Context: an optimization exercise on an open-source flow, tuned for a short achievable clock period and few clock cycles. The choices shown serve that exercise and are no tape-out recipe. Function was checked by simulation only, so behaviour that the tests miss may differ from the original. Power figures rest on the tool's default switching activity, not on a simulated workload.

==> 09-17 <==
## rv_core_top
module rv_core_top
#(
    parameter logic [XLEN-1:0] RESET_PC = '0
) (
    input  wire logic            clk_i,
    input  wire logic            rst_n_i,
    output logic      [XLEN-1:0] inst_addr_o,
    input  wire logic [XLEN-1:0] inst_i,
    output logic                 mem_wen_o,
    output logic      [XLEN-1:0] mem_waddr_o,
    output logic      [XLEN-1:0] mem_wdata_o,
    output logic      [7:0]      mem_wmask_o,
    output logic      [XLEN-1:0] mem_raddr_o,
    input  wire logic [XLEN-1:0] mem_rdata_i
);
Settings: LEC_CHECK=0, ABC_CLOCK_PERIOD_IN_PS=3500, CAP_MARGIN=20, CORE_MARGIN=2, CORE_UTILIZATION=40, SLEW_MARGIN=20, SYNTH_HIERARCHICAL=1; clock period 13.0 ns.
standard.sh (not shown) runs the stock make flow with config.mk's settings and CLKGATE_MAP_FILE= SYNTH_SCRIPT=/design/flow/synth_recipe.tcl, a recipe that flattens the netlist after the stock synthesis.
==> flow/flow/run.sh <==
#!/bin/bash
# Own layout flow: the standard ORFS flow (standard.sh), with
#  - the platform's don't-use cells plus the 4-input OR/NOR cells
#    (dont_use.txt), which are slow on long wires; the registers that
#    synthesis makes are unchanged;
#  - port buffers of a plain buffer cell (buf_4) that repair may resize.
# The SDC, clock period, I/O delays and loads are the standard flow's, unchanged.
# Each make run writes its full output to a log file here; ORFS's per-step
# logs are under orfs/logs.
set -euo pipefail
DONT_USE="DONT_USE_CELLS=$(cat flow/dont_use.txt)"
KNOBS=(
  SETUP_SLACK_MARGIN=9.3
  TNS_END_PERCENT=100
  MATCH_CELL_FOOTPRINT=0
  "BUFFER_PORTS_ARGS=-buffer_cell sky130_fd_sc_hd__buf_4"
)
bash standard.sh "$DONT_USE" synth > std_synth.log 2>&1
bash standard.sh "$DONT_USE" "${KNOBS[@]}" finish > std_finish.log 2>&1
Other scripts of this flow, unchanged in this note and not shown: flow/flow/dont_use.txt
==> 10-16 (differences from 09-17) <==
--- a/flow/design.v
+++ b/flow/design.v
@@ -43,18 +43,22 @@
     assign s_o = {1'b0, a_i} + {1'b0, b_i} + {{W{1'b0}}, cin_i};
 endmodule
 module rv_jal
 (
     input  wire logic [XLEN-1:0] inst_i,
     input  wire logic [XLEN-1:0] pc_i,
-    output logic      [6:0]      lo_o,
-    output logic                 c7_o       
+    input  wire logic [24:0]     hi_inc_i,
+    input  wire logic [24:0]     hi_dec_i,
+    output logic      [XLEN-1:0] target_o
 );
-    logic [3:0] s_a;
-    logic [3:0] s_b0;
-    logic [3:0] s_b1;
+    logic [3:0]  s_a;
+    logic [3:0]  s_b0;
+    logic [3:0]  s_b1;
+    logic        c7;
+    logic [24:0] hi_c1;
+    logic [24:0] hi_c0;
     rv_addc #(.W(3)) i_a (
         .a_i   (pc_i[3:1]),
         .b_i   (inst_i[23:21]),
         .cin_i (1'b0),
         .s_o   (s_a)
     );
@@ -67,14 +71,17 @@
     rv_addc #(.W(3)) i_b1 (
         .a_i   (pc_i[6:4]),
         .b_i   (inst_i[26:24]),
         .cin_i (1'b1),
         .s_o   (s_b1)
     );
-    assign lo_o = {(s_a[3] ? s_b1[2:0] : s_b0[2:0]), s_a[2:0], pc_i[0]};
-    assign c7_o = s_a[3] ? s_b1[3] : s_b0[3];
+    assign c7 = s_a[3] ? s_b1[3] : s_b0[3];
+    assign hi_c1 = inst_i[31] ? pc_i[31:7] : hi_inc_i;
+    assign hi_c0 = inst_i[31] ? hi_dec_i : pc_i[31:7];
+    assign target_o = {(c7 ? hi_c1 : hi_c0),
+                       (s_a[3] ? s_b1[2:0] : s_b0[2:0]), s_a[2:0], pc_i[0]};
 endmodule
 module rv_fsel
 (
     input  wire logic [XLEN-1:0] inst_i,
     input  wire logic            x_valid_i,
     input  wire logic            x_addi_i,
@@ -129,55 +136,44 @@
                         !(jalr && imm0 && ((xw_rs1 && x_addi_i) ||
                                            (lc_valid_i && (rs1 == lc_rd_i) &&
                                             !(xw_rs1 && (x_wrx_i || x_lw_i)))));
 endmodule
 module rv_pc_reg
 #(
-    parameter logic [XLEN-1:0] RESET_PC = '0
+    parameter logic [XLEN-1:0] RESET_PC = '0,
+    parameter int              LSB      = 0,
+    parameter int              W        = 8
 ) (
     input  wire logic            clk_i,
     input  wire logic            rst_n_i,
     input  wire logic            jal_go_i,
-    input  wire logic [6:0]      jal_lo_i,
-    input  wire logic            jal_c7_i,
-    input  wire logic            jal_neg_i,   
-    input  wire logic [24:0]     hi_inc_i,
-    input  wire logic [24:0]     hi_dec_i,
+    input  wire logic [XLEN-1:0] jal_i,
     input  wire logic            take_sum_i,
     input  wire logic [XLEN-1:0] sum_i,
     input  wire logic            take_jt_i,
     input  wire logic [XLEN-1:0] jt_i,
     input  wire logic            take_rf_i,
     input  wire logic [XLEN-1:0] rf_i,
     input  wire logic            hold_i,
     input  wire logic            seq_i,
     input  wire logic [XLEN-1:0] pc4_i,
-    output logic      [XLEN-1:0] pc_next_o,
-    output logic      [XLEN-1:0] pc_o
+    output logic      [W-1:0]    pc_next_o,
+    output logic      [W-1:0]    pc_o
 );
-    logic [XLEN-1:0] other;
-    logic [24:0]     hi_c1;
-    logic [24:0]     hi_c0;
-    logic [24:0]     hi;
-    assign other = ({XLEN{take_sum_i}} & {sum_i[XLEN-1:1], 1'b0}) |
-                   ({XLEN{take_jt_i}}  & jt_i) |
-                   ({XLEN{take_rf_i}}  & {rf_i[XLEN-1:1], 1'b0}) |
-                   ({XLEN{hold_i}}     & pc_o) |
-                   ({XLEN{seq_i}}      & pc4_i);
-    assign hi_c1 = !jal_go_i ? other[31:7] : (jal_neg_i ? pc_o[31:7] : hi_inc_i);
-    assign hi_c0 = !jal_go_i ? other[31:7] : (jal_neg_i ? hi_dec_i : pc_o[31:7]);
-    rv_mux2 #(.W(25)) i_hi (
-        .a_i     (hi_c1),
-        .b_i     (hi_c0),
-        .sel_a_i (jal_c7_i),
-        .y_o     (hi)
-    );
-    assign pc_next_o = {hi, jal_go_i ? jal_lo_i : other[6:0]};
+    for (genvar k = 0; k < W; k++) begin : g_bit
+        localparam int B = LSB + k;
+        assign pc_next_o[k] = (jal_go_i   && jal_i[B]) ||
+                              (take_sum_i && (B != 0) && sum_i[B]) ||
+                              (take_jt_i  && jt_i[B]) ||
+                              (take_rf_i  && (B != 0) && rf_i[B]) ||
+                              (hold_i     && pc_o[k]) ||
+                              (seq_i      && pc4_i[B]);
+    end
     always_ff @(posedge clk_i or negedge rst_n_i) begin
         if (!rst_n_i) begin
-            pc_o <= RESET_PC;
+            pc_o <= RESET_PC[LSB +: W];
         end else begin
             pc_o <= pc_next_o;
         end
     end
 endmodule
 module rv_mux2
@@ -423,14 +419,13 @@
     logic                hazard;
     logic                f_jalr_now;
     logic                take_sum;
     logic                take_jt;
     logic                jal_go;
     logic [24:0]         hi_inc, hi_dec;
-    logic [6:0]          jal_lo;
-    logic                jal_c7;
+    logic [XLEN-1:0]     jal_target;
     logic [XLEN-1:0]     pc_next;
     logic                f_seq;
     logic                take_rf;
     logic                f_jal_short;
     logic [NUM_REGS-1:0] f_mask;
     logic                lc_valid;
@@ -512,38 +507,61 @@
         .inc_o (hi_inc),
         .dec_o (hi_dec)
     );
     rv_jal i_rv_jal (
         .inst_i   (inst_i),
         .pc_i     (pc),
-        .lo_o     (jal_lo),
-        .c7_o     (jal_c7)
-    );
-    rv_pc_reg #(
-        .RESET_PC (RESET_PC)
-    ) i_rv_pc_reg (
-        .clk_i        (clk_i),
-        .rst_n_i      (rst_n_i),
-        .jal_go_i     (jal_go),
-        .jal_lo_i     (jal_lo),
-        .jal_c7_i     (jal_c7),
-        .jal_neg_i    (inst_i[31]),
-        .hi_inc_i     (hi_inc),
-        .hi_dec_i     (hi_dec),
-        .take_sum_i   (take_sum),
-        .sum_i        (x_sum),
-        .take_jt_i    (take_jt),
-        .jt_i         (x_jt),
-        .take_rf_i    (take_rf),
-        .rf_i         (lc_val),
-        .hold_i       (hazard),
-        .seq_i        (f_seq),
-        .pc4_i        (pc4),
-        .pc_next_o    (pc_next),
-        .pc_o         (pc)
+        .hi_inc_i (hi_inc),
+        .hi_dec_i (hi_dec),
+        .target_o (jal_target)
     );
+    for (genvar g = 0; g < 4; g++) begin : g_pc
+        logic s_jal_go, s_take_sum, s_take_jt, s_hold, s_seq, s_take_rf;
+        rv_fsel i_rv_fsel (
+            .inst_i      (inst_i),
+            .x_valid_i   (x_valid),
+            .x_addi_i    (x_addi),
+            .x_wrx_i     (x_wrx),
+            .lc_valid_i  (lc_valid),
+            .lc_rd_i     (lc_rd),
+            .x_lw_i      (x_lw),
+            .x_jalr_i    (x_jalr),
+            .x_jlong_i   (x_jlong),
+            .x_rd_i      (x_rd),
+            .jal_go_o    (s_jal_go),
+            .take_sum_o  (s_take_sum),
+            .take_jt_o   (s_take_jt),
+            .hold_o      (s_hold),
+            .seq_o       (s_seq),
+            .jalr_now_o  (),
+            .take_rf_o   (s_take_rf),
+            .jal_short_o (),
+            .redirect_o  ()
+        );
+        rv_pc_reg #(
+            .RESET_PC (RESET_PC),
+            .LSB      (8 * g),
+            .W        (8)
+        ) i_rv_pc_reg (
+            .clk_i        (clk_i),
+            .rst_n_i      (rst_n_i),
+            .jal_go_i     (s_jal_go),
+            .jal_i        (jal_target),
+            .take_sum_i   (s_take_sum),
+            .sum_i        (x_sum),
+            .take_jt_i    (s_take_jt),
+            .jt_i         (x_jt),
+            .take_rf_i    (s_take_rf),
+            .rf_i         (lc_val),
+            .hold_i       (s_hold),
+            .seq_i        (s_seq),
+            .pc4_i        (pc4),
+            .pc_next_o    (pc_next[8*g +: 8]),
+            .pc_o         (pc[8*g +: 8])
+        );
+    end
     rv_pc_out #(
         .RESET_PC (RESET_PC)
     ) i_rv_pc_out (
         .clk_i       (clk_i),
         .rst_n_i     (rst_n_i),
         .pc_next_i   (pc_next),
--- a/flow/config.mk
+++ b/flow/config.mk
@@ -5,9 +5,9 @@
 export SDC_FILE = /design/flow/constraint.sdc
 export NUM_CORES = 8
 export LEC_CHECK = 0
 export ABC_CLOCK_PERIOD_IN_PS = 3500
 export CAP_MARGIN = 20
 export CORE_MARGIN = 2
-export CORE_UTILIZATION = 40
+export CORE_UTILIZATION = 55
 export SLEW_MARGIN = 20
 export SYNTH_HIERARCHICAL = 1
==> results.py <==
metrics = {
    "sta": {
        "relSlewSlack_pct": 20.05,
        "period_share_pct": 31.17,
    },
    "cells_and_area": {
        "final_cell_mix": "dfrtp_1 (1057), a22oi_1 (978), mux2_2 (922)",
        "ff_latch_area_um2": 42050,
        "multi_input_gates": 4555,
        "nNonClkInverters": 98,
    },
    "power": {
        "power_frac_comb_pct": 16.6,
        "p_int_mw": 9.950,
    },
    "placement": {
        "place_ws_ps": 7399,
    },
    "setup_path": {
        "crit_end": "i_rv_pc_out.inst_addr_o[20]",
    },
    "routing": {
        "wl_met1_um": 121200,
    },
    "clocking": {
        "post_cts_resized": 411,
        "post_cts_buffers": 15,
    },
    "global_routing": {
        "grt_pass1_vias": 59424,
        "grt_pass1_wl_um": 422900,
    },
    "floorplanning": {
        "core_um2": 146100,
        "initial_core_util_pct": 55.56,
    },
    "status": {
        "status": "complete, no violations",
    },
}
Source of the figures above: 10-16

==> results.py <==
metrics = {
    "status": {
        "status": "complete, no violations",
    },
    "power": {
        "power_frac_comb_pct": 18.1,
        "p_int_mw": 9.881,
    },
    "global_routing": {
        "grt_pass1_vias": 58144,
        "grt_pass1_wl_um": 410200,
    },
    "floorplanning": {
        "initial_core_util_pct": 40.27,
        "core_um2": 197400,
    },
    "cells_and_area": {
        "multi_input_gates": 4300,
        "final_cell_mix": "dfrtp_1 (1063), a22oi_1 (926), mux2_2 (924)",
        "nNonClkInverters": 83,
        "ff_latch_area_um2": 42050,
    },
    "sta": {
        "period_share_pct": 32.05,
        "relSlewSlack_pct": 18.52,
    },
    "routing": {
        "wl_met1_um": 114800,
    },
    "placement": {
        "place_ws_ps": 7787,
    },
}
Source of the figures above: 09-17

Testbench counts of 09-17, summed over its fixed seeds: cycles 39,094.
Testbench counts of 10-16, summed over its fixed seeds: cycles 39,094.

## what the ideal ports hide
The results above use ideal ports. As a check the final layouts listed here were re-extracted and re-timed, cells and wires unchanged. Step 1: set_driving_cell puts a clkbuf_16 on clk_i and a buf_2 on each other input, an assumption about the parent block. Step 2 adds t to the input delays and takes it off the output delays; t is the mean of the earliest and latest rising clock arrival at the registers after step 1. Input paths then give back, and output paths get back, about the clock's delay inside the block. a / b / c = ideal / step 1 / step 2; a / b = the first two.
run	t, ns	slack for setup (ns)	slew at the worst register clock pin (ns)
09-17	0.923	8.833 / 8.832 / 7.953	0.07 / 0.07
10-16	0.887	8.948 / 8.889 / 8.002	0.07 / 0.07
After both steps every run listed still meets setup and hold. For 10-16, which loses most, drivers alone change the setup slack by -0.059 ns; drivers and shift together by -0.946 ns.
